Source: an optimization exercise on an open RTL-to-GDS flow (aim: small area). Production flows keep margins and buffers that such runs may drop. Where RTL was checked, it was by simulation tests only, not by an equivalence proof against the original. The RTL of runs 1, 2, 4 and 5 was laid out without a check of its function. Power figures rest on the tool's default switching activity, not on a simulated workload.

### flow/config.mk
export PLATFORM = sky130hd
export DESIGN_NAME = bmd_mem_access
export DESIGN_NICKNAME = bmd_mem_access
export VERILOG_FILES = /design/flow/design.v
export SDC_FILE = /design/flow/constraint.sdc
export NUM_CORES = 4
export LEC_CHECK = 0
export CAP_MARGIN = 20
export CORE_MARGIN = 2
export CORE_UTILIZATION = 40
export SLEW_MARGIN = 20
### flow/constraint.sdc
create_clock -name core_clock -period 7.0 [get_ports {clk}]
set_input_delay 1.4000 -clock core_clock [delete_from_list [all_inputs] [get_ports {clk}]]
set_output_delay 1.4000 -clock core_clock [all_outputs]
set_load 0.01 [all_outputs]
### flow/design.v
package bmd_reg_pkg;
    typedef enum logic [7-1:0] {
        REG_DCSR         = 0,    
        REG_DDMACR       = 1,    
        REG_WDMA_ADDR    = 2,    
        REG_WDMA_LEN     = 3,
        REG_WDMA_COUNT   = 4,
        REG_WDMA_PATTERN = 5,
        REG_RDMA_ADDR    = 6,    
        REG_RDMA_LEN     = 7,
        REG_RDMA_COUNT   = 8
    } reg_addr_e;
    typedef logic [$clog2(32)-1:0] bit_pos_t;
    localparam bit_pos_t DCSR_INIT_RST = 0;      
    localparam bit_pos_t DCSR_VER_LSB  = 24;     
    localparam bit_pos_t DCSR_VER_MSB  = 31;
    localparam bit_pos_t DDMACR_MWR_START = 0;   
    localparam bit_pos_t DDMACR_MWR_DONE  = 8;   
    localparam bit_pos_t DDMACR_MRD_START = 16;  
    localparam bit_pos_t DDMACR_MRD_DONE  = 24;  
endpackage
package bmd_access_pkg;
    typedef logic [32-1:0] data_word_t;     
    typedef logic [4-1:0]   byte_en_t;       
    typedef logic [7-1:0] reg_addr_t;      
    localparam int BYTE_W = 8;
    typedef enum logic [1:0] {
        WR_IDLE,     
        WR_FETCH,    
        WR_MERGE     
    } wr_state_e;
endpackage
`timescale 1ns/100ps
module bmd_mem_access (
    input  logic        clk,
    input  logic        rst_n,
    input  logic        wr_valid_i,
    input  logic [6:0]  wr_addr_i,
    input  logic [3:0]  wr_be_i,
    input  logic [31:0] wr_data_i,
    output logic        wr_credit_o,
    input  logic [6:0]  rd_addr_i,
    input  logic [3:0]  rd_be_i,
    output logic [31:0] rd_data_o,
    input  logic        mwr_done_i,
    input  logic        mrd_done_i,
    output logic        init_rst_o,
    output logic        mwr_start_o,
    output logic [31:0] mwr_addr_o,
    output logic [31:0] mwr_len_o,
    output logic [31:0] mwr_count_o,
    output logic [31:0] mwr_data_o,
    output logic        mrd_start_o,
    output logic [31:0] mrd_addr_o,
    output logic [31:0] mrd_len_o,
    output logic [31:0] mrd_count_o
);
    localparam logic [1:0] PH_IDLE   = 2'd0;
    localparam logic [1:0] PH_FETCH  = 2'd1;
    localparam logic [1:0] PH_MERGE  = 2'd2;
    localparam logic [1:0] PH_COMMIT = 2'd3;
    logic [1:0] ph_q;
    logic       two_q;       
    always_ff @(posedge clk) begin
        if (!rst_n) begin
            ph_q  <= PH_IDLE;
            two_q <= 1'b0;
        end else begin
            case (ph_q)
                PH_IDLE:  ph_q <= wr_valid_i ? PH_FETCH : PH_IDLE;
                PH_FETCH: ph_q <= PH_MERGE;
                PH_MERGE: ph_q <= PH_COMMIT;
                default:  ph_q <= (two_q || wr_valid_i) ? PH_FETCH : PH_IDLE;
            endcase
            two_q <= (ph_q == PH_FETCH || ph_q == PH_MERGE) && (two_q || wr_valid_i);
        end
    end
    logic commit;
    assign commit      = (ph_q == PH_COMMIT);
    assign wr_credit_o = commit;
    logic       addr_hi;
    logic [3:0] in_code;
    logic [31:0] in_data;    
    assign addr_hi = |wr_addr_i[6:4];
    assign in_code = {wr_addr_i[3] | addr_hi, wr_addr_i[2:1], wr_addr_i[0] | addr_hi};
    assign in_data = {wr_data_i[7:0], wr_data_i[15:8], wr_data_i[23:16], wr_data_i[31:24]};
    logic [3:0]  a_code, b_code;
    logic [3:0]  a_be,   b_be;
    logic [31:0] a_data, b_data;
    always_ff @(posedge clk) begin
        if (wr_valid_i) begin
            b_code <= in_code;
            b_be   <= wr_be_i;
            b_data <= in_data;
        end
        if (ph_q == PH_FETCH) begin
            a_code <= b_code;
            a_be   <= b_be;
            a_data <= b_data;
        end
    end
    logic hit_dcsr, hit_ddmacr;
    assign hit_dcsr   = commit && (a_code == 4'd0);
    assign hit_ddmacr = commit && (a_code == 4'd1);
    logic init_rst_q, init_rst_d;
    logic mwr_start_q, mwr_done_q, mrd_start_q, mrd_done_q;
    assign init_rst_d = (hit_dcsr && a_be[0]) ? a_data[0] : init_rst_q;
    always_ff @(posedge clk) begin
        if (!rst_n) begin
            init_rst_q  <= 1'b0;
            mwr_start_q <= 1'b0;
            mwr_done_q  <= 1'b0;
            mrd_start_q <= 1'b0;
            mrd_done_q  <= 1'b0;
        end else begin
            init_rst_q <= init_rst_d;
            if (init_rst_d) begin
                mwr_start_q <= 1'b0;
                mwr_done_q  <= 1'b0;
                mrd_start_q <= 1'b0;
                mrd_done_q  <= 1'b0;
            end else begin
                if (hit_ddmacr && a_be[0]) mwr_start_q <= a_data[0];
                if (hit_ddmacr && a_be[2]) mrd_start_q <= a_data[16];
                if (mwr_done_i) mwr_done_q <= 1'b1;
                if (mrd_done_i) mrd_done_q <= 1'b1;
            end
        end
    end
    logic [31:0] desc_q [2:8];
    logic [31:0] wdata;
    assign wdata = a_data & {32{rst_n}};
    for (genvar r = 2; r <= 8; r++) begin : g_desc
        for (genvar k = 0; k < 4; k++) begin : g_byte
            logic en;
            assign en = !rst_n || (commit && a_code == 4'(r) && a_be[k]);
            always_ff @(posedge clk) begin
                if (en) desc_q[r][8*k +: 8] <= wdata[8*k +: 8];
            end
        end
    end
    logic [31:0] rd_raw;
    always_comb begin
        case (rd_addr_i)
            7'd0:    rd_raw = {8'h02, 23'd0, init_rst_q};
            7'd1:    rd_raw = {7'd0, mrd_done_q, 7'd0, mrd_start_q, 7'd0, mwr_done_q, 7'd0, mwr_start_q};
            7'd2:    rd_raw = desc_q[2];
            7'd3:    rd_raw = desc_q[3];
            7'd4:    rd_raw = desc_q[4];
            7'd5:    rd_raw = desc_q[5];
            7'd6:    rd_raw = desc_q[6];
            7'd7:    rd_raw = desc_q[7];
            7'd8:    rd_raw = desc_q[8];
            default: rd_raw = '0;
        endcase
    end
    always_comb begin
        for (int k = 0; k < 4; k++) begin
            rd_data_o[24-8*k +: 8] = rd_be_i[k] ? rd_raw[8*k +: 8] : 8'd0;
        end
    end
    assign init_rst_o  = init_rst_q;
    assign mwr_start_o = mwr_start_q;
    assign mrd_start_o = mrd_start_q;
    assign mwr_addr_o  = desc_q[2];
    assign mwr_len_o   = desc_q[3];
    assign mwr_count_o = desc_q[4];
    assign mwr_data_o  = desc_q[5];
    assign mrd_addr_o  = desc_q[6];
    assign mrd_len_o   = desc_q[7];
    assign mrd_count_o = desc_q[8];
endmodule
### flow/flow/run.sh
#!/bin/bash
# Standard layout with the smallest buffer on the ports and no CTS dummy loads
set -euo pipefail
export BUFFER_PORTS_ARGS="-buffer_cell sky130_fd_sc_hd__buf_1"
export CTS_ARGS="-sink_clustering_enable -repair_clock_nets -dont_use_dummy_load"
bash standard.sh > standard.log 2>&1
### flow/standard.sh
#!/bin/bash
# synth_recipe.tcl (not shown) runs the flow's synth.tcl, then flattens the netlist and writes it again
# the make line also repeats each setting of config.mk as NAME=value (left out here)
make -C /OpenROAD-flow-scripts/flow DESIGN_CONFIG=/design/flow/config.mk WORK_HOME=/design/flow/orfs CLKGATE_MAP_FILE= SYNTH_SCRIPT=/design/flow/synth_recipe.tcl "${@:-finish}"
==> results of run 1 <==
placed cells by master (no fill, tap or decap), types with 4 or more instances in the layout:
| master | netlist | routed |
|---|---|---|
| nor2_1 | 11 | 11 |
| mux2_2 | 7 | 7 |
| nor2b_1 | 6 | 5 |
| diode_2 | 0 | 4 |
| mux2i_1 | 13 | 13 |
| nand2_1 | 50 | 50 |
| a22oi_1 | 27 | 27 |
| o21ai_1 | 2 | 5 |
| buf_4 | 2 | 23 |
| nor3_1 | 9 | 9 |
| a22o_1 | 29 | 29 |
| inv_1 | 10 | 10 |
| and2_1 | 34 | 34 |
| clkbuf_2 | 0 | 4 |
| dfxtp_1 | 8 | 8 |
| nand3_1 | 7 | 7 |
| a21oi_1 | 34 | 34 |
| o21ai_0 | 20 | 16 |
| edfxtp_1 | 304 | 304 |
| clkbuf_16 | 0 | 31 |
| buf_1 | 1 | 314 |
| a31oi_1 | 6 | 6 |
| mux4_2 | 24 | 24 |
state kept, by name, indices dropped and copies added, names as in the netlist, 2 cells and up:
signal	flops
b_data	32
desc_q	224
ph_q	2
a_data	32
a_be	4
b_be	4
b_code	4
a_code	4
worst reg2reg max path, delay by kind of cell (launching register included):
kind | cells | cell delay (ns)
AO/OA/AOI/OAI | 1 | 0.81
adder cells (fa/ha/maj) | 1 | 0.34
flip-flops | 1 | 0.36
AND/OR/NAND/NOR | 2 | 0.77
metal layers:
metal | routed length, um | vias up | share of wire (%) | GRT usage (%)
met5 | 0 | - | 0 | 0
met4 | 1170 | 0 | 3.4 | 7.82
met3 | 2640 | 59 | 7.6 | 3.82
met2 | 17400 | 366 | 50 | 35.9
met1 | 13600 | 3773 | 39 | 27.8
li1 | - | 3343 | - | -
power breakdown:
part / switching [uW] / internal (uW) / leakage, uW
Clock: 605 / 769 / 0.000382
Sequential: 75.3 / 2230 / 0.00311
Combinational: 233 / 109 / 0.00127
Total: 913 / 3100 / 0.00476
through the flow:
stage               power, uW  cell area [um^2]  util, %
floorplan                2500             11900        -
global placement         2680             13600     46.3
finish                   4020             14500     49.0
global route             4160             14400     49.0
detailed placement       2690             13700     46.3
CTS                      4060             14400     49.0
cells by family after synthesis:
| family | count (synthesis) | share of synthesized area [%] |
|---|---|---|
| adder cells (fa/ha/maj) | 4 | 0.419 |
| multiplexers | 44 | 6.28 |
| buffers and inverters | 48 | 1.75 |
| AND/OR/NAND/NOR | 144 | 6.58 |
| AO/OA/AOI/OAI | 128 | 7.18 |
| flip-flops | 312 | 77.8 |
worst min path at each step:
stage,startpoint,to,slack [ns],depth (start not counted)
6_report,b_data[21],a_data[21],0.40,0
5_1_grt,b_data[5],a_data[5],0.42,0
3_3_place_gp,b_data[22],a_data[22],0.40,0
4_1_cts,b_data[21],a_data[21],0.40,0
3_5_place_dp,b_data[21],a_data[21],0.40,0
2_1_floorplan,b_be[0],a_be[0],0.40,0
layout make-up:
type / count / share of cell area (%)
Antenna cell: 4 / 0.0693
Inverter: 10 / 0.260
Timing Repair Buffer: 343 / 9.64
Clock buffer: 31 / 5.37
Sequential cell: 312 / 64.3
Tap cell: 390 / 3.38
Multi-Input combinational cell: 320 / 17.0
==> metrics.yaml, run 1 <==
yosys.cell_types.count: 47
dpl.hpwl_um: 24900
slowest_delay_ns: 0.92
power_density_nw_per_um2: 278
io_buffers: 318
multi_input_area_um2: 2460
yosys-top-cells-count: "304 x edfxtp_1, 50 x nand2_1, 34 x a21oi_1, 34 x and2_1, 29 x a22o_1"
startpoint_type: "primary input"
drive_above_1_share_pct: 10.0
syn_nets: 743
pre_cts_ws_ns: 1.74
period_minus_slack_ns: 5.33
reg2reg_from: "ph_q[0]"
path_common_cell: "buf_1"
reg2regPathDepth: 4
synth-edff-count: 304
setup_viol: 0
status: "no timing/DRC/antenna violations"
register_area_um2: 9290
synth_ff_type: "edfxtp_1"
grt_pass1_vias: 7228
crit_path_max_fanout: 16
antenna_left: 0
numCtsBuffers: 31
reg2reg_slack_ns: 4.35
cts_sinks: 312
syn_inst: 680
critPathTopFamily: "simple AND/OR/NAND/NOR gates"
viasPerCell: 5.35
io_pins: 319
hp-class: "reg -> reg"
grt_first_pass_wirelength_um: 48100
drt_wl_total_um: 34800
fillers: 2580
arrival_ns: 3.93
clock_latency_ns: 0.54
fin_nets: 1081
core_region_area_um2: 29500
avgRoutedWirePerCell_um: 24.7
async_flop_share_pct: 0
fmax_ghz: 0.188
yosysTopAreaCell: "edfxtp_1"
final_cells: 1410
die_y_um: 177
netlist_area_um2: 11900
hold_ws_ns: 0.403
crit_start: "rd_addr_i[3]"
syn_avg_cell_area_um2: 17.6
rsz0062_at_grt: "no"
required_ns: 5.60
max_cap_viol_count: 0
path_clk_slew_ns: 0.06
initial_core_util_pct: 40.5
synth_seq_area_share_pct: 77.8
drc: 0
timing.rr.end: "desc_q[6][3]"
cts_resized: 0
slew_violations: 0
ys_warn_count: 2
first_iter_violations: 663
cp_cell_sequence: "buf_1 > nor4_2 > and2_1 > buf_4 > a22oi_1 > a21oi_1 > buf_1"
syn_to_final_growth_pct: 21.0
finalWeightedCongestion: 0.856
fin_crit_sh_pct: 76.1
grt_max_degree: 65
synth_area_leaders: "edfxtp_1 76%, mux4_2 4.5%, a22o_1 2.1%"
synth_top_area_share_pct: 76.5
crit_buf_inv: 3
path_class: "in -> out"
finalClockSkew_ns: 0.0168
cts_root_buffer: "clkbuf_16"
firstDrtPassIters: 5
slew_headroom_pct: 26.7
cts_setup_buffers: 0
path_depth: 7
dp_cells: 1375
antenna_found_initial: 2
slowest_stage: "and2_1"
setup_slack_ns: 1.67
row_count: 63
cts_max_path_buffers: 3
htree_num_levels: 1
grt_overflow: 0
p_leak_uw: 0.00476
ys_seq_elements: 312
finalHoldViolCount: 0
crit_end: "rd_data_o[31]"
synthMostInstantiatedCell: "edfxtp_1"
dr_total_vias: 7541
cp-end-kind: "output pin"
tightestPinTransition_ns: 1.10
cts_tree: "done"
ir_worst_vdd_uv: 152
postCtsHoldBufs: 0
die_x_um: 177
gr-usage-all-layers_pct: 21.3
finalSetupTns_ns: 0
die_area_um2: 31200
==> inputs of run 2 (changes only) <==
==> flow/flow/run.sh (replaced) <==
#!/bin/bash
# Standard layout with the smallest buffer on the ports
set -euo pipefail
export BUFFER_PORTS_ARGS="-buffer_cell sky130_fd_sc_hd__buf_1"
bash standard.sh > standard.log 2>&1
==> run 2 against run 1 <==
  * Sequential cell count unchanged
  * Total power increased by 5.5%
  * First-iteration DRC count is 3.0% lower
  * Fmax is 0.18% lower
  * Final area grew 1.4%
  * Wire length is 0.52% higher
  * Clock-buffer cell count is 3 higher
  * Global-route usage rose by 0.081 points
  * Synthesized cell count unchanged
  * Register-to-register slack about the same
  * Clock power increased by 17%
  * Via count increased by 0.21%
  * Critical endpoint is now rd_data_o[0]
  * Highest routed layer unchanged
==> metrics.yaml, run 2 <==
fin_crit_sh_pct: 76.2  # +0.14 points
setup_viol: 0  # unchanged
fin_area_um2: 14700  # +1.4%
grt_max_degree: 65  # unchanged
power_density_nw_per_um2: 289  # +4.1%
layout_common_cells: "314 x buf_1, 304 x edfxtp_1, 50 x nand2_1, 34 x and2_1, 34 x a21oi_1"
cts_setup_buffers: 0  # unchanged
hold_ws_ns: 0.414  # +0.0111 ns
yosys.cell_types.count: 47  # unchanged
top_regs: "desc_q: 224 flops, a_data: 32 flops, b_data: 32 flops"
die_y_um: 177  # unchanged
final_common_cell: "buf_1"
syn_to_final_growth_pct: 22.7
cts_tree: "done"
finalSetupTns_ns: 0  # unchanged
busiest_layer: "met2"
finalHoldViolCount: 0  # unchanged
fin_nets: 1081  # unchanged
io_pins: 319  # unchanged
syn_avg_cell_area_um2: 17.6  # unchanged
fmax_ghz: 0.187  # -0.18%
numCtsBuffers: 31  # unchanged
met1_usage_pct: 27.9  # +0.11 points
syn_nets: 743  # unchanged
ys_seq_elements: 312  # unchanged
first_iter_violations: 643  # -3.0%
synth-edff-count: 304  # unchanged
yosys-top-cells-count: "304 x edfxtp_1, 50 x nand2_1, 34 x a21oi_1, 34 x and2_1, 29 x a22o_1"
dpl_cell_area_um2: 13700  # unchanged
synth_top_area_share_pct: 76.5  # unchanged
die_x_um: 177  # unchanged
dr_total_vias: 7557  # +0.21%
initial_core_util_pct: 40.5  # unchanged
arrival_ns: 3.94  # about the same
fillers: 2586  # +0.23%
ir_worst_vdd_uv: 163  # +6.8%
p_leak_uw: 0.00486  # +2.2%
status: "no timing/DRC/antenna violations"
yosysTopAreaCell: "edfxtp_1"
htree_num_levels: 1  # unchanged
synth_ff_type: "edfxtp_1"
required_ns: 5.60  # about the same
finalWeightedCongestion: 0.856  # unchanged
synth_seq_area_share_pct: 77.8  # unchanged
drt_wl_total_um: 34900  # +0.52%
ys_warn_count: 2  # unchanged
grt_first_pass_wirelength_um: 48300  # +0.46%
slew_violations: 0  # unchanged
path_class: "in -> out"
clock_latency_ns: 0.55  # about the same
path_clk_slew_ns: 0.06  # about the same
avgRoutedWirePerCell_um: 24.4  # -1.0%
drc: 0  # unchanged
viasPerCell: 5.28  # -1.3%
dpl.hpwl_um: 24900  # unchanged
synth_area_leaders: "edfxtp_1 76%, mux4_2 4.5%, a22o_1 2.1%"
reg2reg_slack_ns: 4.34  # about the same
core_region_area_um2: 29500  # unchanged
reg2regPathDepth: 4  # unchanged
largest_reg_flops: 224  # unchanged
cts_sinks: 312  # unchanged
period_minus_slack_ns: 5.34  # +0.00965 ns
rsz0062_at_grt: "no"
slew_headroom_pct: 24.5  # -2.2 points
async_flop_share_pct: 0  # unchanged
antenna_left: 0  # unchanged
startpoint_type: "primary input"
dp_cells: 1375  # unchanged
postCtsHoldBufs: 0  # unchanged
die_area_um2: 31200  # unchanged
hp-class: "reg -> reg"
io_buffers: 318  # unchanged
row_count: 63  # unchanged
grt_pass1_vias: 7287  # +0.82%
synthMostInstantiatedCell: "edfxtp_1"
drive_above_1_share_pct: 11.5  # +1.4 points
finalClockSkew_ns: 0.0128  # -0.00396 ns
cp-end-kind: "output pin"
cts_resized: 0  # unchanged
crit_path_max_fanout: 38  # +22
firstDrtPassIters: 5  # unchanged
syn_inst: 680  # unchanged
cts_root_buffer: "clkbuf_16"
gr-usage-met2_pct: 35.8  # -0.16 points
final_cells: 1432  # +1.6%
tightestPinTransition_ns: 1.13  # +0.0329 ns
netlist_area_um2: 11900  # unchanged
gr-usage-all-layers_pct: 21.4  # +0.081 points
holdPathStages: 0  # unchanged
cts_max_path_buffers: 3  # unchanged
antenna_found_initial: 2  # unchanged
grt_overflow: 0  # unchanged
top_register: "desc_q"
max_cap_viol_count: 0  # unchanged
grtUsageMet3_pct: 3.67  # -0.15 points
[run 2: cell families after synthesis]
logic type,after synthesis,synth area share (%)
AO/OA/AOI/OAI,128,7.18
adder cells (fa/ha/maj),4,0.419
buffers and inverters,48,1.75
flip-flops,312,77.8
multiplexers,44,6.28
AND/OR/NAND/NOR,144,6.58
[run 2: final timing paths]
| check | startpoint | to |
|---|---|---|
| hold / removal | b_data[5] | a_data[5] |
| setup reg to reg | ph_q[0] | desc_q[6][3] |
| hold reg to reg | b_data[5] | a_data[5] |
| setup / recovery | rd_addr_i[1] | rd_data_o[0] |
[run 2: area by class of cell]
class	count	area, um^2	area share (%)
inverter	10	37.5	0.256
multi-input combinational	320	2460	16.8
clock buffer	34	787	5.37
timing repair buffer	343	1390	9.51
tap	390	488	3.33
clock inverter	20	189	1.29
sequential	312	9290	63.4
antenna	3	7.51	0.0512
[run 2: worst max-delay path, stage by stage]
cell and delay, ns:
clkbuf_2 0.20, buf_4 0.37, or3_1 0.48, a21oi_2 0.41, nand2_1 0.42, a31oi_1 0.42, buf_1 0.19
[run 2: where the power goes]
group / internal, uW / switching (uW)
Sequential: 2220 / 75.4
Clock: 919 / 677
Combinational: 109 / 234
[run 2: stage by stage]
stage,power [uW],util [%],setup slack [ns]
4_1_cts,4280,49.7,1.74
3_5_place_dp,2690,46.3,1.74
3_3_place_gp,2680,46.3,1.76
5_1_grt,4390,49.7,1.57
6_report,4240,49.7,1.66
2_1_floorplan,2500,-,2.96
[run 2: layer usage]
metal  wire length, um  vias up
li1                  -     3368
met1             13900     3786
met2             17400      333
met3              2340       70
met4              1310        0
met5                 0        -
==> inputs of run 3 (changes only) <==
--- a/flow/design.v
+++ b/flow/design.v
@@ -90,3 +90,8 @@
     always_ff @(posedge clk) begin
-        if (wr_valid_i) begin
+        if (ph_q == PH_IDLE || ph_q == PH_COMMIT) begin
+            a_code <= two_q ? b_code : in_code;
+            a_be   <= two_q ? b_be   : wr_be_i;
+            a_data <= two_q ? b_data : in_data;
+        end
+        if (!two_q) begin
             b_code <= in_code;
@@ -94,7 +99,2 @@
             b_data <= in_data;
-        end
-        if (ph_q == PH_FETCH) begin
-            a_code <= b_code;
-            a_be   <= b_be;
-            a_data <= b_data;
         end
==> flow/run.sh (new file) <==
#!/bin/bash
# synth_recipe.tcl (not shown) runs the flow's synth.tcl, then flattens the netlist and writes it again
# the make line also repeats each setting of config.mk as NAME=value (left out here)
make -C /OpenROAD-flow-scripts/flow DESIGN_CONFIG=/design/flow/config.mk WORK_HOME=/design/flow/orfs CLKGATE_MAP_FILE= SYNTH_SCRIPT=/design/flow/synth_recipe.tcl finish
removed: flow/flow/run.sh
removed: flow/standard.sh
==> run 3 against run 2 <==
  * Critical endpoint is now rd_data_o[6]
  * Final cell count increased by 5.8%
  * Clock-buffer cell count unchanged
  * Via count rose by 12%
  * Wire length grew 20%
  * First-iteration DRC count up 15%
  * Sequential cell count is the same
  * Total power grew 15%
  * Final area is 15% higher
==> metrics.yaml, run 3 <==
synthXorXnorAreaFrac_pct: 0  # unchanged
synth_seq_area_share_pct: 73.3  # -4.5 points
synth-edff-count: 264  # -13%
max_cap_viol_count: 0  # unchanged
cts_tree: "done"
dr_total_vias: 8450  # +12%
antenna_found_initial: 3  # +1
cts_setup_buffers: 0  # unchanged
ys_seq_elements: 312  # unchanged
reg2reg_from: "ph_q[1]"
crit_path_max_fanout: 15  # -61%
htree_num_levels: 1  # unchanged
first_iter_violations: 737  # +15%
fmax_ghz: 0.167  # -11%
period_minus_slack_ns: 6.00  # +0.668 ns
finalHoldViolCount: 0  # unchanged
numCtsBuffers: 31  # unchanged
fin_nets: 1161  # +7.4%
gr-usage-all-layers_pct: 25.9  # +4.4 points
cts_max_path_buffers: 3  # unchanged
clock_latency_ns: 0.55  # about the same
synthAdderAreaFrac_pct: 0.310  # -0.11 points
die_area_um2: 31700  # +1.5%
yosys-top-cells-count: "264 x edfxtp_1, 53 x mux2_2, 48 x dfxtp_1"
p_leak_uw: 0.00588  # +21%
min_from: "b_code[3]"
fin_crit_sh_pct: 85.8  # +9.5 points
cts_root_buffer: "clkbuf_16"
finalSetupTns_ns: 0  # unchanged
slowest_delay_ns: 0.74  # +0.26 ns
top_register: "desc_q"
dpl.hpwl_um: 29100  # +17%
tightestPinTransition_ns: 1.18  # +0.0449 ns
async_flop_share_pct: 0  # unchanged
top_regs: "desc_q: 224 flops, a_data: 32 flops, b_data: 32 flops"
rsz0062_at_grt: "no"
die_y_um: 178  # +0.76%
postCtsHoldBufs: 0  # unchanged
largest_reg_flops: 224  # unchanged
crit_start: "rd_addr_i[3]"
syn_inst: 769  # +13%
finalWeightedCongestion: 0.842  # -1.7%
io_pins: 319  # unchanged
synth_top_area_share_pct: 65.4  # -11 points
layout_common_cells: "314 x clkdlybuf4s50_1, 264 x edfxtp_1, 53 x mux2_2, 47 x dfxtp_1, 46 x nand2_1"
syn_nets: 831  # +12%
cp_cell_sequence: "clkdlybuf4s50_1 > nor4_2 > buf_4 > and2_1 > a22oi_1 > a31oi_1 > clkdlybuf4s50_1"
setup_viol: 0  # unchanged
grt_first_pass_wirelength_um: 58000  # +20%
cts_resized: 0  # unchanged
status: "no timing/DRC/antenna violations"
hold_ws_ns: 0.463  # +0.0489 ns
fin_util_pct: 56.7  # +7.0 points
initial_core_util_pct: 40.8  # +0.30 points
power_density_nw_per_um2: 290  # +0.28%
synth_ff_type: "edfxtp_1"
viasPerCell: 5.58  # +5.7%
synth_area_leaders: "edfxtp_1 65%, dfxtp_1 7.9%, mux2_2 4.9%"
drive_above_1_share_pct: 13.3  # +1.8 points
path_class: "in -> out"
yosys.area_share.simple_pct: 6.42  # -0.16 points
drt_wl_total_um: 41800  # +20%
synth-compound-area-share_pct: 10.9  # +3.7 points
netlist_area_um2: 12100  # +1.6%
slew_violations: 0  # unchanged
firstDrtPassIters: 5  # unchanged
ys_warn_count: 2  # unchanged
yosysTopAreaCell: "edfxtp_1"
syn_avg_cell_area_um2: 15.8  # -10%
yosys.cell_types.count: 54  # +15%
muxShareOfSynthArea_pct: 6.74  # +0.46 points
startpoint_type: "primary input"
ir_worst_vdd_uv: 164  # +0.58%
syn_to_final_growth_pct: 38.9
grt_pass1_vias: 8513  # +17%
arrival_ns: 4.60  # +0.66 ns
io_buffers: 318  # unchanged
die_x_um: 178  # +0.76%
required_ns: 5.60  # about the same
grt_overflow: 0  # unchanged
avgRoutedWirePerCell_um: 27.6  # +13%
core_region_area_um2: 29700  # +0.80%
synthMostInstantiatedCell: "edfxtp_1"
cts_sinks: 312  # unchanged
cp-end-kind: "output pin"
row_count: 63  # unchanged
hp-class: "reg -> reg"
fillers: 2444  # -5.5%
synth_top_family_by_area: "compound AO/OA/AOI/OAI gates"
slew_headroom_pct: 21.0  # -3.5 points
final_common_cell: "clkdlybuf4s50_1"
drc: 0  # unchanged
path_clk_slew_ns: 0.06  # about the same
slowest_stage: "and2_1"
path_common_cell: "clkdlybuf4s50_1"
finalClockSkew_ns: 0.00768  # -0.00515 ns
antenna_left: 0  # unchanged
grt_max_degree: 65  # unchanged
-- run 3: changes by cell type after synthesis, moves of 9 or more --
cell and delta:
mux4_2 -24, mux2i_1 +9, dfxtp_1 +40, edfxtp_1 -40, o32a_1 +10, a22oi_1 +18
mux2_2 +46
-- run 3: worst paths after layout --
| kind | to | depth (start not counted) | slack, ns |
|---|---|---|---|
| setup / recovery | rd_data_o[6] | 7 | 1.0 |
| hold / removal | b_code[3] | 2 | 0.46 |
| setup reg to reg | desc_q[6][14] | 4 | 4.23 |
| hold reg to reg | b_code[3] | 2 | 0.46 |
-- run 3: critical path, delay by kind of cell --
kind | cells | cell delay [ns]
AO/OA/AOI/OAI | 2 | 0.54
buffers and inverters | 3 | 1.46
AND/OR/NAND/NOR | 2 | 1.19
-- run 3: area by class of cell --
type / count / area [um^2] / share of cell area [%]
multi-input cells: 398 / 2980 / 17.7
clock buffers: 34 / 797 / 4.73
flip-flops and latches: 312 / 8890 / 52.8
diodes: 2 / 5.00 / 0.0297
clock inverters: 23 / 267 / 1.58
repair buffers: 345 / 3370 / 20.0
inverters: 11 / 42.5 / 0.253
well taps: 390 / 488 / 2.90
-- run 3: metal layers --
metal	share of wire, %	up-vias	wire length (um)	track usage [%]
met5	0.065	-	27	0
met3	11	87	4450	7.50
li1	-	3683	-	-
met1	38	4195	15900	32.0
met4	3.3	4	1380	8.95
met2	48	481	20000	43.4
-- run 3: kinds of logic (layout without fill, tap and decap cells) --
logic type,after synthesis,in the layout
DFF,312,312
AOI/OAI and AO/OA,179,179
and+or+nand+nor,141,141
muxes,75,75
buffers and inverters,59,413
adders and majority gates,3,3
other,0,2
-- run 3: through the flow --
stage	total power [uW]	cell area (um^2)	setup WS [ns]	cells
2_1_floorplan	2730	12100	2.88	769
3_3_place_gp	3190	15800	1.16	1455
3_5_place_dp	3200	15800	1.11	1455
4_1_cts	4920	16800	1.09	1512
5_1_grt	5050	16800	0.931	1514
6_report	4890	16800	0.996	1515
-- run 3: where the power goes --
part           total [uW]  switching (uW)  internal, uW
registers            2450             127          2320
logic                 719             375           344
clock network        1720             684          1040
==> inputs of run 4 (changes only) <==
--- a/flow/design.v
+++ b/flow/design.v
@@ -90,8 +90,3 @@
     always_ff @(posedge clk) begin
-        if (ph_q == PH_IDLE || ph_q == PH_COMMIT) begin
-            a_code <= two_q ? b_code : in_code;
-            a_be   <= two_q ? b_be   : wr_be_i;
-            a_data <= two_q ? b_data : in_data;
-        end
-        if (!two_q) begin
+        if (wr_valid_i) begin
             b_code <= in_code;
@@ -99,2 +94,7 @@
             b_data <= in_data;
+        end
+        if (ph_q == PH_FETCH) begin
+            a_code <= b_code;
+            a_be   <= b_be;
+            a_data <= b_data;
         end
@@ -141,21 +141,41 @@
     end
-    logic [31:0] rd_raw;
+    logic       rd_lo;
+    logic [8:0] rd_hit;
+    assign rd_lo = (rd_addr_i[6:4] == 3'd0);
+    for (genvar r = 0; r <= 8; r++) begin : g_rdhit
+        assign rd_hit[r] = rd_lo && (rd_addr_i[3:0] == 4'(r));
+    end
+    logic [8:0] rd_sel [4];
+    for (genvar k = 0; k < 4; k++) begin : g_rdsel
+        assign rd_sel[k] = rd_hit & {9{rd_be_i[k]}};
+    end
+    logic [31:0] ctl_sel, ctl_val;
     always_comb begin
-        case (rd_addr_i)
-            7'd0:    rd_raw = {8'h02, 23'd0, init_rst_q};
-            7'd1:    rd_raw = {7'd0, mrd_done_q, 7'd0, mrd_start_q, 7'd0, mwr_done_q, 7'd0, mwr_start_q};
-            7'd2:    rd_raw = desc_q[2];
-            7'd3:    rd_raw = desc_q[3];
-            7'd4:    rd_raw = desc_q[4];
-            7'd5:    rd_raw = desc_q[5];
-            7'd6:    rd_raw = desc_q[6];
-            7'd7:    rd_raw = desc_q[7];
-            7'd8:    rd_raw = desc_q[8];
-            default: rd_raw = '0;
-        endcase
-    end
-    always_comb begin
-        for (int k = 0; k < 4; k++) begin
-            rd_data_o[24-8*k +: 8] = rd_be_i[k] ? rd_raw[8*k +: 8] : 8'd0;
-        end
+        ctl_sel = '0;
+        ctl_val = '0;
+        ctl_sel[0]  = rd_sel[0][0] | rd_sel[0][1];
+        ctl_val[0]  = rd_sel[0][0] ? init_rst_q : mwr_start_q;
+        ctl_sel[8]  = rd_sel[1][1];
+        ctl_val[8]  = mwr_done_q;
+        ctl_sel[16] = rd_sel[2][1];
+        ctl_val[16] = mrd_start_q;
+        ctl_sel[24] = rd_sel[3][1];
+        ctl_val[24] = mrd_done_q;
+        ctl_sel[25] = rd_sel[3][0];
+        ctl_val[25] = 1'b1;              
+    end
+    for (genvar b = 0; b < 32; b++) begin : g_rdbit
+        logic [8:0] s;
+        logic       n0, n1, n2;
+        assign s = rd_sel[b / 8];
+        bmd_aoi222 u_a (.a0(s[2]), .b0(desc_q[2][b]), .a1(s[3]), .b1(desc_q[3][b]),
+                        .a2(s[4]), .b2(desc_q[4][b]), .y(n0));
+        bmd_aoi222 u_b (.a0(s[5]), .b0(desc_q[5][b]), .a1(s[6]), .b1(desc_q[6][b]),
+                        .a2(s[7]), .b2(desc_q[7][b]), .y(n1));
+        if (b == 0 || b == 8 || b == 16 || b == 24 || b == 25) begin : g_ctl
+            bmd_aoi22 u_c (.a0(s[8]), .b0(desc_q[8][b]), .a1(ctl_sel[b]), .b1(ctl_val[b]), .y(n2));
+        end else begin : g_noctl
+            bmd_nand2 u_c (.a(s[8]), .b(desc_q[8][b]), .y(n2));
+        end
+        bmd_nand3 u_o (.a(n0), .b(n1), .c(n2), .y(rd_data_o[(3 - b / 8) * 8 + b % 8]));
     end
@@ -172 +192,25 @@
 endmodule
+module bmd_aoi222 (
+    input  logic a0, b0, a1, b1, a2, b2,
+    output logic y
+);
+    assign y = !((a0 && b0) || (a1 && b1) || (a2 && b2));
+endmodule
+module bmd_aoi22 (
+    input  logic a0, b0, a1, b1,
+    output logic y
+);
+    assign y = !((a0 && b0) || (a1 && b1));
+endmodule
+module bmd_nand2 (
+    input  logic a, b,
+    output logic y
+);
+    assign y = !(a && b);
+endmodule
+module bmd_nand3 (
+    input  logic a, b, c,
+    output logic y
+);
+    assign y = !(a && b && c);
+endmodule
==> flow/flow/run.sh (new file) <==
#!/bin/bash
# Standard layout with the smallest buffer on the ports and a lighter clock tree
set -euo pipefail
export BUFFER_PORTS_ARGS="-buffer_cell sky130_fd_sc_hd__buf_1"
export CTS_ARGS="-sink_clustering_enable -repair_clock_nets -dont_use_dummy_load -buf_list sky130_fd_sc_hd__clkbuf_8 -sink_clustering_size 16 -sink_clustering_max_diameter 60"
bash standard.sh > standard.log 2>&1
==> flow/standard.sh (new file) <==
#!/bin/bash
# synth_recipe.tcl (not shown) runs the flow's synth.tcl, then flattens the netlist and writes it again
# the make line also repeats each setting of config.mk as NAME=value (left out here)
make -C /OpenROAD-flow-scripts/flow DESIGN_CONFIG=/design/flow/config.mk WORK_HOME=/design/flow/orfs CLKGATE_MAP_FILE= SYNTH_SCRIPT=/design/flow/synth_recipe.tcl "${@:-finish}"
--- a/flow/config.mk
+++ b/flow/config.mk
@@ -11 +11,3 @@
 export SLEW_MARGIN = 20
+export SYNTH_HIERARCHICAL = 1
+export SYNTH_MINIMUM_KEEP_SIZE = 0
removed: flow/run.sh
==> run 4 against run 3 <==
  * Sequential share of layout area up 17 points
  * Sequential cell count stayed put
  * Fmax is 17% higher
  * Global-route usage decreased by 5.8 points
  * Setup slack better by 0.88 ns
  * Clock-buffer cell count shrank 8
  * Critical path depth is the same
  * Synthesized cell count down 21%
  * Critical path type unchanged
  * Largest cell class unchanged
==> metrics.yaml, run 4 <==
top_register: "desc_q"
rsz0062_at_grt: "no"
syn_to_final_growth_pct: 19.2
timing.rr.end: "desc_q[8][0]"
cp_cell_sequence: "buf_1 > or4_4 > nor3_1 > and2_1 > a222oi_1 > nand3_1 > buf_1"
dp_cells: 1317  # -9.5%
setup_slack_ns: 1.87  # +0.876 ns
die_x_um: 172  # -3.6%
dr_total_vias: 7187  # -15%
fin_crit_sh_pct: 73.3  # -13 points
netlist_area_um2: 11200  # -7.3%
crit_path_max_fanout: 9  # -6
final_common_cell: "buf_1"
cts_sinks: 312  # unchanged
core_region_area_um2: 27700  # -6.8%
grt_max_degree: 63  # -3.1%
finalWeightedCongestion: 0.917  # +8.9%
synth-edff-count: 304  # +15%
path_common_cell: "buf_1"
min_delay_worst_endpoint: "a_code[3]"
async_flop_share_pct: 0  # unchanged
status: "no timing/DRC/antenna violations"
fin_nets: 1031  # -11%
cts_tree: "done"
ir_worst_vdd_uv: 146  # -11%
cts_max_path_buffers: 3  # unchanged
hp-class: "reg -> reg"
arrival_ns: 3.73  # -0.87 ns
finalClockSkew_ns: 0.0539  # +0.0462 ns
holdPathStages: 0  # -2
numCtsBuffers: 26  # -16%
fmax_ghz: 0.195  # +17%
tightestPinTransition_ns: 1.14  # -0.0401 ns
antenna_found_initial: 3  # unchanged
finalHoldViolCount: 0  # unchanged
synthMostInstantiatedCell: "edfxtp_1"
yosysTopAreaCell: "edfxtp_1"
avgRoutedWirePerCell_um: 22.9  # -17%
cts_setup_buffers: 0  # unchanged
reg2reg_slack_ns: 4.23  # about the same
reg2reg_from: "ph_q[0]"
die_area_um2: 29500  # -7.2%
period_minus_slack_ns: 5.13  # -0.876 ns
clock_latency_ns: 0.57  # +0.02 ns
synth_area_leaders: "edfxtp_1 81%, a222oi_1 5.7%, and2_1 2.2%"
required_ns: 5.60  # about the same
cp-end-kind: "output pin"
syn_avg_cell_area_um2: 18.5  # +17%
cts_resized: 0  # unchanged
pre_cts_ws_ns: 1.86  # +0.748 ns
yosys.cell_types.count: 33  # -39%
top_regs: "desc_q: 224 flops, a_data: 32 flops, b_data: 32 flops"
drt_wl_total_um: 30900  # -26%
dpl.hpwl_um: 22100  # -24%
cts_root_buffer: "clkbuf_8"
hold_ws_ns: 0.415  # -0.0479 ns
ys_seq_elements: 312  # unchanged
die_y_um: 172  # -3.6%
slew_headroom_pct: 23.7  # +2.7 points
htree_num_levels: 1  # unchanged
slew_violations: 0  # unchanged
setup_viol: 0  # unchanged
drc: 0  # unchanged
critPathTopFamily: "simple AND/OR/NAND/NOR gates"
startpoint_type: "primary input"
power_density_nw_per_um2: 262  # -9.8%
io_buffers: 318  # unchanged
finalSetupTns_ns: 0  # unchanged
ys_warn_count: 11  # +9
slowest_stage: "or4_4"
layout_common_cells: "316 x buf_1, 304 x edfxtp_1, 64 x a222oi_1, 40 x and2_1, 37 x nand3_1"
grt_first_pass_wirelength_um: 42600  # -27%
yosys-top-cells-count: "304 x edfxtp_1, 64 x a222oi_1, 40 x and2_1"
fin_area_um2: 13400  # -20%
synth_seq_area_share_pct: 82.7  # +9.4 points
drive_above_1_share_pct: 6.22  # -7.1 points
io_pins: 319  # unchanged
max_cap_viol_count: 0  # unchanged
synth_top_area_share_pct: 81.2  # +16 points
grt_overflow: 0  # unchanged
dpl_cell_area_um2: 13000  # -17%
crit_buf_inv: 2  # -1
reg2regPathDepth: 4  # unchanged
grt_pass1_vias: 6742  # -21%
row_count: 61  # -3.2%
largest_reg_flops: 224  # unchanged
first_iter_violations: 949  # +29%
firstDrtPassIters: 7  # +2
syn_inst: 609  # -21%
synth_ff_type: "edfxtp_1"
p_leak_uw: 0.00448  # -24%
postCtsHoldBufs: 0  # unchanged
syn_nets: 673  # -19%
final_cells: 1346  # -11%
initial_core_util_pct: 40.6  # -0.24 points
min_from: "b_code[3]"
path_clk_slew_ns: 0.09  # +0.03 ns
slowest_delay_ns: 0.64  # -0.10 ns
gr-usage-all-layers_pct: 20.0  # -5.8 points
viasPerCell: 5.34  # -4.3%
path_class: "in -> out"
antenna_left: 0  # unchanged
[run 4: routing by layer]
layer	part of all wire (%)	vias up	GRT usage, %
met2	50	365	34.7
met3	7.9	49	4.12
li1	-	3228	-
met1	40	3545	25.4
met5	0	-	0
met4	2.4	0	5.75
[run 4: per-module statistics from Yosys, one instance, submodules excluded]
module          cell area (um^2)  cells
bmd_aoi22                   12.5      1
bmd_aoi222                  10.0      1
bmd_mem_access             10300    481
bmd_nand2                   3.75      1
bmd_nand3                   5.00      1
[run 4: area by class of cell]
cell class / instances / area, um^2
diodes: 3 / 7.51
inverters: 8 / 30.0
fillers: 2420 / 14300
flip-flops and latches: 312 / 9290
well taps: 378 / 473
repair buffers: 339 / 1350
clock buffers: 26 / 358
multi-input cells: 280 / 1890
[run 4: kinds of logic after synthesis]
group                    count (synthesis)  synth area share, %
flip-flops                             312                 82.7
other                                    1               0.0334
adder cells (fa/ha/maj)                  5                0.557
AND/OR/NAND/NOR                        169                 7.92
multiplexers                             4                0.401
buffers and inverters                   17                0.635
AO/OA/AOI/OAI                          101                 7.79
[run 4: per-stage QoR]
step | total power [uW] | utilization [%]
finish | 3510 | 48.3
global route | 3660 | 48.3
floorplan | 2510 | -
global placement | 2680 | 47.0
detailed placement | 2690 | 47.0
CTS | 3540 | 48.3
[run 4: worst reg2reg max path: stages (launching register included)]
cell	delay, ns
dfxtp_1	0.45
ha_1	0.32
nor3b_2	0.33
nand3b_1	0.34
o21ai_0	0.95
[run 4: worst max path at each step]
stage / startpoint / to / slack, ns / depth (start not counted)
after global routing: rd_addr_i[5] / rd_data_o[10] / 1.72 / 7
final: rd_addr_i[5] / rd_data_o[13] / 1.87 / 7
after detailed placement: rd_addr_i[5] / rd_data_o[13] / 1.86 / 7
after floorplan: rd_addr_i[5] / rd_data_o[0] / 2.46 / 5
after CTS: rd_addr_i[5] / rd_data_o[13] / 1.86 / 7
after global placement: rd_addr_i[5] / rd_data_o[9] / 1.90 / 7
[run 4: power breakdown]
part	internal [uW]	leakage (uW)	total, uW	switching (uW)
clock network	331	0.000187	864	532
logic	80.0	0.00118	300	220
registers	2260	0.00311	2340	86.2
==> inputs of run 5 (changes only) <==
==> flow/flow/run.sh (replaced) <==
#!/bin/bash
# Standard layout with the smallest buffer on the ports and a lighter clock tree
set -euo pipefail
export BUFFER_PORTS_ARGS="-buffer_cell sky130_fd_sc_hd__buf_1"
export CTS_ARGS="-sink_clustering_enable -repair_clock_nets -dont_use_dummy_load -buf_list sky130_fd_sc_hd__clkbuf_4 -sink_clustering_size 10 -sink_clustering_max_diameter 50"
bash standard.sh > standard.log 2>&1
==> run 5 against run 4 <==
  * Worst hold slack worse by 0.056 ns
  * Clock-buffer cell count up 13
  * Still clean on timing, DRC and antenna
  * Largest power group unchanged
  * Global-route usage up 0.28 points
  * First-iteration DRC count up 2.7%
  * Wire length up 0.83%
==> metrics.yaml, run 5 <==
reg2reg_slack_ns: 4.31  # +0.08 ns
synth-edff-count: 304  # unchanged
path_clk_slew_ns: 0.10  # about the same
cts_root_buffer: "clkbuf_4"
finalWeightedCongestion: 0.917  # unchanged
register_area_um2: 9290  # unchanged
die_y_um: 172  # unchanged
crit_start: "rd_addr_i[5]"
multi_input_area_um2: 1890  # unchanged
arrival_ns: 3.72  # about the same
finalHoldViolCount: 0  # unchanged
reg2reg_from: "ph_q[0]"
syn_nets: 673  # unchanged
switching_share_pct: 24.6  # +0.72 points
cts_resized: 0  # unchanged
rsz0062_at_grt: "no"
fmax_ghz: 0.195  # +0.16%
startpoint_type: "primary input"
antenna_left: 0  # unchanged
top_register: "desc_q"
fin_util_pct: 48.1  # -0.23 points
hp-class: "reg -> reg"
top_regs: "desc_q: 224 flops, a_data: 32 flops, b_data: 32 flops"
antenna_found_initial: 4  # +1
clock_latency_ns: 0.64  # +0.07 ns
initial_core_util_pct: 40.6  # unchanged
synth_ff_type: "edfxtp_1"
yosysTopAreaCell: "edfxtp_1"
yosys-top-cells-count: "304 x edfxtp_1, 64 x a222oi_1, 40 x and2_1"
crit_end: "rd_data_o[13]"
yosys.cell_types.count: 33  # unchanged
ir_worst_vdd_uv: 122  # -16%
fin_area_um2: 13300  # -0.47%
die_area_um2: 29500  # unchanged
layout_common_cells: "316 x buf_1, 304 x edfxtp_1, 64 x a222oi_1, 40 x and2_1, 39 x clkbuf_4"
slew_headroom_pct: 26.5  # +2.8 points
avgRoutedWirePerCell_um: 22.9  # -0.21%
grt_pass1_vias: 6866  # +1.8%
row_count: 61  # unchanged
p_leak_uw: 0.00447  # -0.17%
timing.rr.end: "desc_q[8][4]"
syn_to_final_growth_pct: 18.7
gr-usage-all-layers_pct: 20.3  # +0.28 points
cts_setup_buffers: 0  # unchanged
dpl_cell_area_um2: 13000  # unchanged
setup_viol: 0  # unchanged
io_pins: 319  # unchanged
synth_top_area_share_pct: 81.2  # unchanged
firstDrtPassIters: 9  # +2
first_iter_violations: 975  # +2.7%
reg2regPathDepth: 4  # unchanged
tightestPinTransition_ns: 1.10  # -0.0416 ns
ys_warn_count: 11  # unchanged
drive_above_1_share_pct: 7.46  # +1.2 points
finalSetupTns_ns: 0  # unchanged
cp-end-kind: "output pin"
fin_crit_sh_pct: 73.1  # -0.12 points
core_region_area_um2: 27700  # unchanged
period_minus_slack_ns: 5.12  # -0.00818 ns
syn_avg_cell_area_um2: 18.5  # unchanged
netlist_area_um2: 11200  # unchanged
fillers: 2440  # +0.83%
power_frac_comb_pct: 8.7  # about the same
path_class: "in -> out"
drc: 0  # unchanged
async_flop_share_pct: 0  # unchanged
die_x_um: 172  # unchanged
status: "no timing/DRC/antenna violations"
seqPwrFrac_pct: 68.1  # +1.3 points
drt_wl_total_um: 31100  # +0.83%
htree_num_levels: 2  # +1
crit_path_max_fanout: 9  # unchanged
cts_tree: "done"
synth_seq_area_share_pct: 82.7  # unchanged
max_cap_viol_count: 0  # unchanged
pwr-share-clk_pct: 23.2  # -1.4 points
p_int_uw: 2590  # -2.8%
postCtsHoldBufs: 0  # unchanged
cts_sinks: 312  # unchanged
slew_violations: 0  # unchanged
finalPower_uw: 3440  # -1.8%
io_buffers: 318  # unchanged
largest_reg_flops: 224  # unchanged
grt_overflow: 0  # unchanged
dpl.hpwl_um: 22100  # unchanged
viasPerCell: 5.34  # about the same
finalClockSkew_ns: 0.0513  # -0.00263 ns
grt_first_pass_wirelength_um: 42900  # +0.68%
dr_total_vias: 7268  # +1.1%
power_density_nw_per_um2: 258  # -1.4%
fin_nets: 1044  # +1.3%
ys_seq_elements: 312  # unchanged
p_sw_uw: 848  # +1.1%
syn_inst: 609  # unchanged
grt_max_degree: 63  # unchanged
final_common_cell: "buf_1"
synth_area_leaders: "edfxtp_1 81%, a222oi_1 5.7%, and2_1 2.2%"
synthMostInstantiatedCell: "edfxtp_1"
numCtsBuffers: 39  # +50%
required_ns: 5.60  # about the same
cts_max_path_buffers: 3  # unchanged
run 5: power by group through the flow:
stage	Sequential (uW)	Combinational (uW)	Clock (uW)
6_report	2340	300	799
5_1_grt	2360	332	905
4_1_cts	2340	302	833
3_5_place_dp	2390	302	0
3_3_place_gp	2380	296	0
2_1_floorplan	2410	95.8	0
run 5: worst min path at each step:
stage                     startpoint         to  cells past startpoint
after floorplan              b_be[0]    a_be[0]                      0
after global placement     b_data[6]  a_data[6]                      0
after detailed placement   b_data[0]  a_data[0]                      0
after CTS                  b_data[2]  a_data[2]                      0
after global routing       b_data[2]  a_data[2]                      0
final                      b_data[2]  a_data[2]                      0
run 5: layout make-up:
| class | count | area share, % |
|---|---|---|
| Sequential cell | 312 | 69.7 |
| Multi-Input combinational cell | 280 | 14.2 |
| Timing Repair Buffer | 339 | 10.1 |
| Tap cell | 378 | 3.55 |
| Clock buffer | 39 | 2.20 |
| Inverter | 8 | 0.225 |
| Antenna cell | 4 | 0.0751 |
run 5: cells by family after synthesis:
group                      after synthesis  share of synthesized area, %
DFF                                    312                          82.7
and+or+nand+nor                        169                          7.92
AOI/OAI and AO/OA                      101                          7.79
buffers and inverters                   17                         0.635
adders and majority gates                5                         0.557
muxes                                    4                         0.401
other                                    1                        0.0334
run 5: modules after synthesis (local to each module, per instance):
| module | flops+latches | times used | cells | cell area (um^2) |
|---|---|---|---|---|
| bmd_mem_access | 312 | 1 | 481 | 10300 |
| bmd_aoi22 | 0 | 5 | 1 | 12.5 |
| bmd_aoi222 | 0 | 64 | 1 | 10.0 |
| bmd_nand3 | 0 | 32 | 1 | 5.00 |
| bmd_nand2 | 0 | 27 | 1 | 3.75 |
run 5: per-stage QoR:
step	std cells	worst slack, ns	hold slack [ns]
global placement	1315	1.90	0.400
detailed placement	1317	1.86	0.405
global route	1357	1.72	0.363
floorplan	609	2.46	0.400
CTS	1356	1.86	0.359
finish	1360	1.88	0.360
run 5: per-layer routing:
metal / share of wire, % / GRT usage (%) / routed length [um] / up-vias
li1: - / - / - / 3271
met1: 40 / 25.4 / 12400 / 3556
met5: 0 / 0 / 0 / -
met2: 49 / 34.9 / 15400 / 390
met4: 2.5 / 6.74 / 770 / 0
met3: 8.1 / 4.67 / 2520 / 51
run 5: worst max-delay path, cell delays in order:
cell	delay (ns)
buf_1	0.09
or4_4	0.63
nor3_1	0.58
and2_1	0.58
a222oi_1	0.15
nand3_1	0.13
buf_1	0.16
==> inputs of run 6 (changes only) <==
--- a/flow/design.v
+++ b/flow/design.v
@@ -57,24 +57,18 @@
 );
-    localparam logic [1:0] PH_IDLE   = 2'd0;
-    localparam logic [1:0] PH_FETCH  = 2'd1;
-    localparam logic [1:0] PH_MERGE  = 2'd2;
-    localparam logic [1:0] PH_COMMIT = 2'd3;
-    logic [1:0] ph_q;
-    logic       two_q;       
+    logic ph0_q, ph1_q;
+    logic two_q;         
     always_ff @(posedge clk) begin
         if (!rst_n) begin
-            ph_q  <= PH_IDLE;
+            ph0_q <= 1'b0;
+            ph1_q <= 1'b0;
             two_q <= 1'b0;
         end else begin
-            case (ph_q)
-                PH_IDLE:  ph_q <= wr_valid_i ? PH_FETCH : PH_IDLE;
-                PH_FETCH: ph_q <= PH_MERGE;
-                PH_MERGE: ph_q <= PH_COMMIT;
-                default:  ph_q <= (two_q || wr_valid_i) ? PH_FETCH : PH_IDLE;
-            endcase
-            two_q <= (ph_q == PH_FETCH || ph_q == PH_MERGE) && (two_q || wr_valid_i);
-        end
-    end
-    logic commit;
-    assign commit      = (ph_q == PH_COMMIT);
+            ph0_q <= ph1_q ? (!ph0_q && (two_q || wr_valid_i)) : (ph0_q || wr_valid_i);
+            ph1_q <= ph0_q;
+            two_q <= ph0_q && (two_q || wr_valid_i);
+        end
+    end
+    logic fetch, commit;
+    assign fetch       = ph0_q && !ph1_q;
+    assign commit      = ph1_q && !ph0_q;
     assign wr_credit_o = commit;
@@ -95,3 +89,3 @@
         end
-        if (ph_q == PH_FETCH) begin
+        if (fetch) begin
             a_code <= b_code;
@@ -147,6 +141,2 @@
     end
-    logic [8:0] rd_sel [4];
-    for (genvar k = 0; k < 4; k++) begin : g_rdsel
-        assign rd_sel[k] = rd_hit & {9{rd_be_i[k]}};
-    end
     logic [31:0] ctl_sel, ctl_val;
@@ -155,11 +145,11 @@
         ctl_val = '0;
-        ctl_sel[0]  = rd_sel[0][0] | rd_sel[0][1];
-        ctl_val[0]  = rd_sel[0][0] ? init_rst_q : mwr_start_q;
-        ctl_sel[8]  = rd_sel[1][1];
+        ctl_sel[0]  = rd_hit[0] | rd_hit[1];
+        ctl_val[0]  = rd_hit[0] ? init_rst_q : mwr_start_q;
+        ctl_sel[8]  = rd_hit[1];
         ctl_val[8]  = mwr_done_q;
-        ctl_sel[16] = rd_sel[2][1];
+        ctl_sel[16] = rd_hit[1];
         ctl_val[16] = mrd_start_q;
-        ctl_sel[24] = rd_sel[3][1];
+        ctl_sel[24] = rd_hit[1];
         ctl_val[24] = mrd_done_q;
-        ctl_sel[25] = rd_sel[3][0];
+        ctl_sel[25] = rd_hit[0];
         ctl_val[25] = 1'b1;              
@@ -167,15 +157,13 @@
     for (genvar b = 0; b < 32; b++) begin : g_rdbit
-        logic [8:0] s;
-        logic       n0, n1, n2;
-        assign s = rd_sel[b / 8];
-        bmd_aoi222 u_a (.a0(s[2]), .b0(desc_q[2][b]), .a1(s[3]), .b1(desc_q[3][b]),
-                        .a2(s[4]), .b2(desc_q[4][b]), .y(n0));
-        bmd_aoi222 u_b (.a0(s[5]), .b0(desc_q[5][b]), .a1(s[6]), .b1(desc_q[6][b]),
-                        .a2(s[7]), .b2(desc_q[7][b]), .y(n1));
+        logic n0, n1, n2;
+        bmd_aoi222 u_a (.a0(rd_hit[2]), .b0(desc_q[2][b]), .a1(rd_hit[3]), .b1(desc_q[3][b]),
+                        .a2(rd_hit[4]), .b2(desc_q[4][b]), .y(n0));
+        bmd_aoi222 u_b (.a0(rd_hit[5]), .b0(desc_q[5][b]), .a1(rd_hit[6]), .b1(desc_q[6][b]),
+                        .a2(rd_hit[7]), .b2(desc_q[7][b]), .y(n1));
         if (b == 0 || b == 8 || b == 16 || b == 24 || b == 25) begin : g_ctl
-            bmd_aoi22 u_c (.a0(s[8]), .b0(desc_q[8][b]), .a1(ctl_sel[b]), .b1(ctl_val[b]), .y(n2));
+            bmd_aoi22 u_c (.a0(rd_hit[8]), .b0(desc_q[8][b]), .a1(ctl_sel[b]), .b1(ctl_val[b]), .y(n2));
         end else begin : g_noctl
-            bmd_nand2 u_c (.a(s[8]), .b(desc_q[8][b]), .y(n2));
-        end
-        bmd_nand3 u_o (.a(n0), .b(n1), .c(n2), .y(rd_data_o[(3 - b / 8) * 8 + b % 8]));
+            bmd_nand2 u_c (.a(rd_hit[8]), .b(desc_q[8][b]), .y(n2));
+        end
+        bmd_a31oi u_o (.a0(n0), .a1(n1), .a2(n2), .b(!rd_be_i[b / 8]), .y(rd_data_o[(3 - b / 8) * 8 + b % 8]));
     end
@@ -210,7 +198,7 @@
 endmodule
-module bmd_nand3 (
-    input  logic a, b, c,
-    output logic y
-);
-    assign y = !(a && b && c);
-endmodule
+module bmd_a31oi (
+    input  logic a0, a1, a2, b,
+    output logic y
+);
+    assign y = !((a0 && a1 && a2) || b);
+endmodule
--- a/flow/flow/run.sh
+++ b/flow/flow/run.sh
@@ -1,3 +1,7 @@
 #!/bin/bash
-# Standard layout with the smallest buffer on the ports and a lighter clock tree
+# The standard layout (standard.sh, unchanged synthesis) with two changes:
+#  - the ports get the smallest buffer, sky130_fd_sc_hd__buf_1, instead of the one
+#    buffer_ports picks by default;
+#  - the clock tree uses clkbuf_4 in small clusters and no dummy loads.
+# All tool output goes to standard.log here; ORFS keeps its per-step logs in orfs/logs.
 set -euo pipefail
--- a/flow/config.mk
+++ b/flow/config.mk
@@ -7,6 +7,7 @@
 export LEC_CHECK = 0
-export CAP_MARGIN = 20
+export CAP_MARGIN = 0
 export CORE_MARGIN = 2
-export CORE_UTILIZATION = 40
-export SLEW_MARGIN = 20
+export CORE_UTILIZATION = 55
+export GPL_TIMING_DRIVEN = 0
+export SLEW_MARGIN = 0
 export SYNTH_HIERARCHICAL = 1
==> run 6 against run 5 <==
  * Fmax fell by 8.1%
  * Total power fell by 5.0%
  * Critical endpoint is now rd_data_o[29]
  * Via count rose by 2.9%
  * Highest routed layer unchanged
  * Area after synthesis fell by 1.2%
  * Worst hold slack improved by 0.034 ns
  * Still clean on timing, DRC and antenna
  * Utilization rose by 20 points
  * Die area fell by 28%
  * Largest power group unchanged
  * First-iteration DRC count fell by 26%
  * Global-route usage rose by 9.1 points
  * Clock power fell by 4.1%
  * Sequential cell count did not move
==> metrics.yaml, run 6 <==
cts_resized: 0  # unchanged
avgRoutedWirePerCell_um: 25.6  # +12%
required_ns: 5.60  # about the same
hp-class: "reg -> reg"
period_minus_slack_ns: 5.57  # +0.452 ns
io_pins: 319  # unchanged
power_density_nw_per_um2: 245  # -5.3%
finalHoldViolCount: 0  # unchanged
fin_area_um2: 13400  # +0.27%
p_leak_uw: 0.00429  # -4.1%
async_flop_share_pct: 0  # unchanged
grt_max_degree: 25  # -60%
min_delay_worst_endpoint: "a_data[19]"
die_x_um: 146  # -15%
die_area_um2: 21300  # -28%
antenna_left: 0  # unchanged
clock_latency_ns: 0.65  # about the same
dr_total_vias: 7480  # +2.9%
holdPathStages: 0  # unchanged
arrival_ns: 4.17  # +0.45 ns
status: "no timing/DRC/antenna violations"
path_clk_slew_ns: 0.09  # about the same
drc: 0  # unchanged
crit_buf_inv: 6  # +4
slowest_delay_ns: 0.78  # +0.15 ns
first_iter_violations: 722  # -26%
syn_to_final_growth_pct: 20.4
viasPerCell: 6.05  # +13%
layout_common_cells: "316 x buf_1, 304 x edfxtp_1, 64 x a222oi_1, 37 x clkbuf_4, 34 x nand2_1"
synth_seq_area_share_pct: 83.7  # +0.99 points
cts_root_buffer: "clkbuf_4"
gr-usage-all-layers_pct: 29.4  # +9.1 points
reg2reg_from: "a_code[3]"
syn_avg_cell_area_um2: 19.3  # +4.5%
fillers: 1434  # -41%
grt_first_pass_wirelength_um: 46700  # +8.8%
ys_warn_count: 9  # -2
startpoint_type: "primary input"
drive_above_1_share_pct: 10.1  # +2.6 points
top_register: "desc_q"
syn_nets: 635  # -5.6%
netlist_area_um2: 11100  # -1.2%
initial_core_util_pct: 56.5  # +16 points
core_region_area_um2: 19700  # -29%
rsz0062_at_grt: "no"
yosysTopAreaCell: "edfxtp_1"
cts_max_path_buffers: 3  # unchanged
dpl.hpwl_um: 23000  # +3.9%
register_area_um2: 9290  # unchanged
slew_headroom_pct: 9.28  # -17 points
synth_top_area_share_pct: 82.2  # +0.97 points
numCtsBuffers: 37  # -5.1%
cp_cell_sequence: "buf_1 > or4_4 > buf_6 > nor4b_2 > buf_4 > buf_4 > buf_4 > nand2_1 > a31oi_1 > buf_1"
slew_violations: 0  # unchanged
reg2regPathDepth: 3  # -1
firstDrtPassIters: 6  # -3
drt_wl_total_um: 31700  # +1.8%
finalClockSkew_ns: 0.0455  # -0.00578 ns
path_class: "in -> out"
cts_sinks: 312  # unchanged
reg2reg_slack_ns: 4.46  # +0.15 ns
path_common_cell: "buf_4"
setup_viol: 0  # unchanged
fin_nets: 1031  # -1.2%
postCtsHoldBufs: 0  # unchanged
fmax_ghz: 0.179  # -8.1%
ir_worst_vdd_uv: 159  # +30%
syn_inst: 576  # -5.4%
synthMostInstantiatedCell: "edfxtp_1"
antenna_found_initial: 1  # -3
fin_crit_sh_pct: 79.6  # +6.5 points
tightestPinTransition_ns: 1.35  # +0.251 ns
htree_num_levels: 2  # unchanged
io_buffers: 317  # -0.31%
dpl_cell_area_um2: 13100  # +0.53%
row_count: 51  # -16%
dp_cells: 1198  # -9.0%
max_cap_viol_count: 0  # unchanged
largest_reg_flops: 224  # unchanged
ys_seq_elements: 312  # unchanged
crit_path_max_fanout: 8  # -1
multi_input_area_um2: 1780  # -5.7%
grt_overflow: 0  # unchanged
timing.rr.end: "desc_q[7][10]"
slowest_stage: "nor4b_2"
die_y_um: 146  # -15%
top_regs: "desc_q: 224 flops, a_data: 32 flops, b_data: 32 flops"
grt_pass1_vias: 7581  # +10%
yosys-top-cells-count: "304 x edfxtp_1, 64 x a222oi_1, 34 x nand2_1"
finalWeightedCongestion: 0.889  # -3.0%
synth_area_leaders: "edfxtp_1 82%, a222oi_1 5.8%, a31oi_1 1.9%"
cts_tree: "done"
synth-edff-count: 304  # unchanged
yosys.cell_types.count: 34  # +3.0%
pre_cts_ws_ns: 1.41  # -0.449 ns
final_common_cell: "buf_1"
synth_ff_type: "edfxtp_1"
critPathTopFamily: "simple AND/OR/NAND/NOR gates"
setup_slack_ns: 1.43  # -0.452 ns
cts_setup_buffers: 0  # unchanged
cp-end-kind: "output pin"
final_cells: 1236  # -9.1%
min_from: "b_data[19]"
==> run 6: power breakdown <==
| part | switching (uW) | internal [uW] |
|---|---|---|
| combinational | 182 | 69.3 |
| clock | 521 | 245 |
| sequential | 61.0 | 2190 |
==> run 6: cell type report <==
cell class	instances	share of cell area (%)
Buffer	10	0.337
Multi-Input combinational cell	244	13.3
Timing Repair Buffer	357	12.0
Tap cell	265	2.48
Sequential cell	312	69.5
Antenna cell	1	0.0187
Clock buffer	37	2.08
Inverter	10	0.281
==> run 6: metrics by stage <==
stage | TNS, ns | hold WS (ns) | total power (uW) | util (%)
after detailed placement | 0 | 0.405 | 2550 | 66.6
after global routing | 0 | 0.388 | 3390 | 68.0
after global placement | -110.79 | 0.401 | 2520 | 64.2
after CTS | 0 | 0.392 | 3290 | 68.0
final | 0 | 0.394 | 3270 | 68.0
after floorplan | 0 | 0.400 | 2390 | -
==> run 6: worst max-delay path by stage <==
stage	start	endpoint	cells after the start	slack [ns]
after floorplan	rd_addr_i[5]	rd_data_o[0]	5	0.12
after global placement	rd_addr_i[5]	rd_data_o[24]	7	-3.95
after detailed placement	rd_addr_i[5]	rd_data_o[29]	10	1.41
after CTS	rd_addr_i[5]	rd_data_o[29]	10	1.43
after global routing	rd_addr_i[5]	rd_data_o[29]	10	1.36
final	rd_addr_i[5]	rd_data_o[29]	10	1.43
==> run 6: cells by family (layout without fill, tap and decap cells) <==
logic type	after synthesis	after routing	share of synthesized area, %
AO/OA/AOI/OAI	139	139	10.2
flip-flops	312	312	83.7
other	1	2	0.0338
multiplexers	1	1	0.101
buffers and inverters	20	414	0.744
AND/OR/NAND/NOR	103	103	5.30
==> run 6: metal layers <==
metal	vias up	part of all wire (%)	GRT usage [%]
met5	-	0	0
met4	0	3.1	9.95
met3	66	11	7.09
met2	502	50	51.2
met1	3669	35	36.3
li1	3243	-	-
==> run 6: worst register-to-register path, cell delays in order, from the launching register on <==
cell and delay [ns]:
edfxtp_1 0.45, and4bb_2 0.39, nand3_1 0.22, o21ai_0 1.11
==> run 6: Yosys stat by module (local to each module, per instance) <==
| module | flops+latches | copies in the design |
|---|---|---|
| bmd_mem_access | 312 | 1 |
| bmd_nand2 | 0 | 27 |
| bmd_aoi222 | 0 | 64 |
| bmd_a31oi | 0 | 32 |
| bmd_aoi22 | 0 | 5 |

[port drivers added, routing unchanged]
Ports are ideal in the flow. The routed layouts listed here were re-timed in OpenROAD.
Step 1 assumes that a clkbuf_16 drives the clock port and a buf_2 every other input.
Step 2 adds t to the input delays and takes it off the output delays; t is the mean of the earliest and latest rising clock arrival at the registers after step 1. Input paths then give back, and output paths get back, about the clock's delay inside the block.
Slacks: ideal ports / drivers / drivers and shift; pairs: ideal ports / drivers.
run | t, ns | setup WS [ns] | worst slew at a driven data input, ns
run 1 | 0.583 | 1.674 / 1.651 / 1.651 | 0.08
run 2 | 0.590 | 1.664 / 1.632 / 1.632 | 0.08
run 3 | 0.597 | 0.996 / 0.924 / 0.924 | 0.10
run 4 | 0.583 | 1.872 / 1.849 / 1.849 | 0.09
run 5 | 0.655 | 1.881 / 1.857 / 1.857 | 0.09
run 6 | 0.659 | 1.429 / 1.404 / 1.404 | 0.07
After both steps setup and hold are still met in every run listed. The setup slack of run 3, which loses most, moves by -0.072 ns with the drivers and by -0.072 ns with both steps.
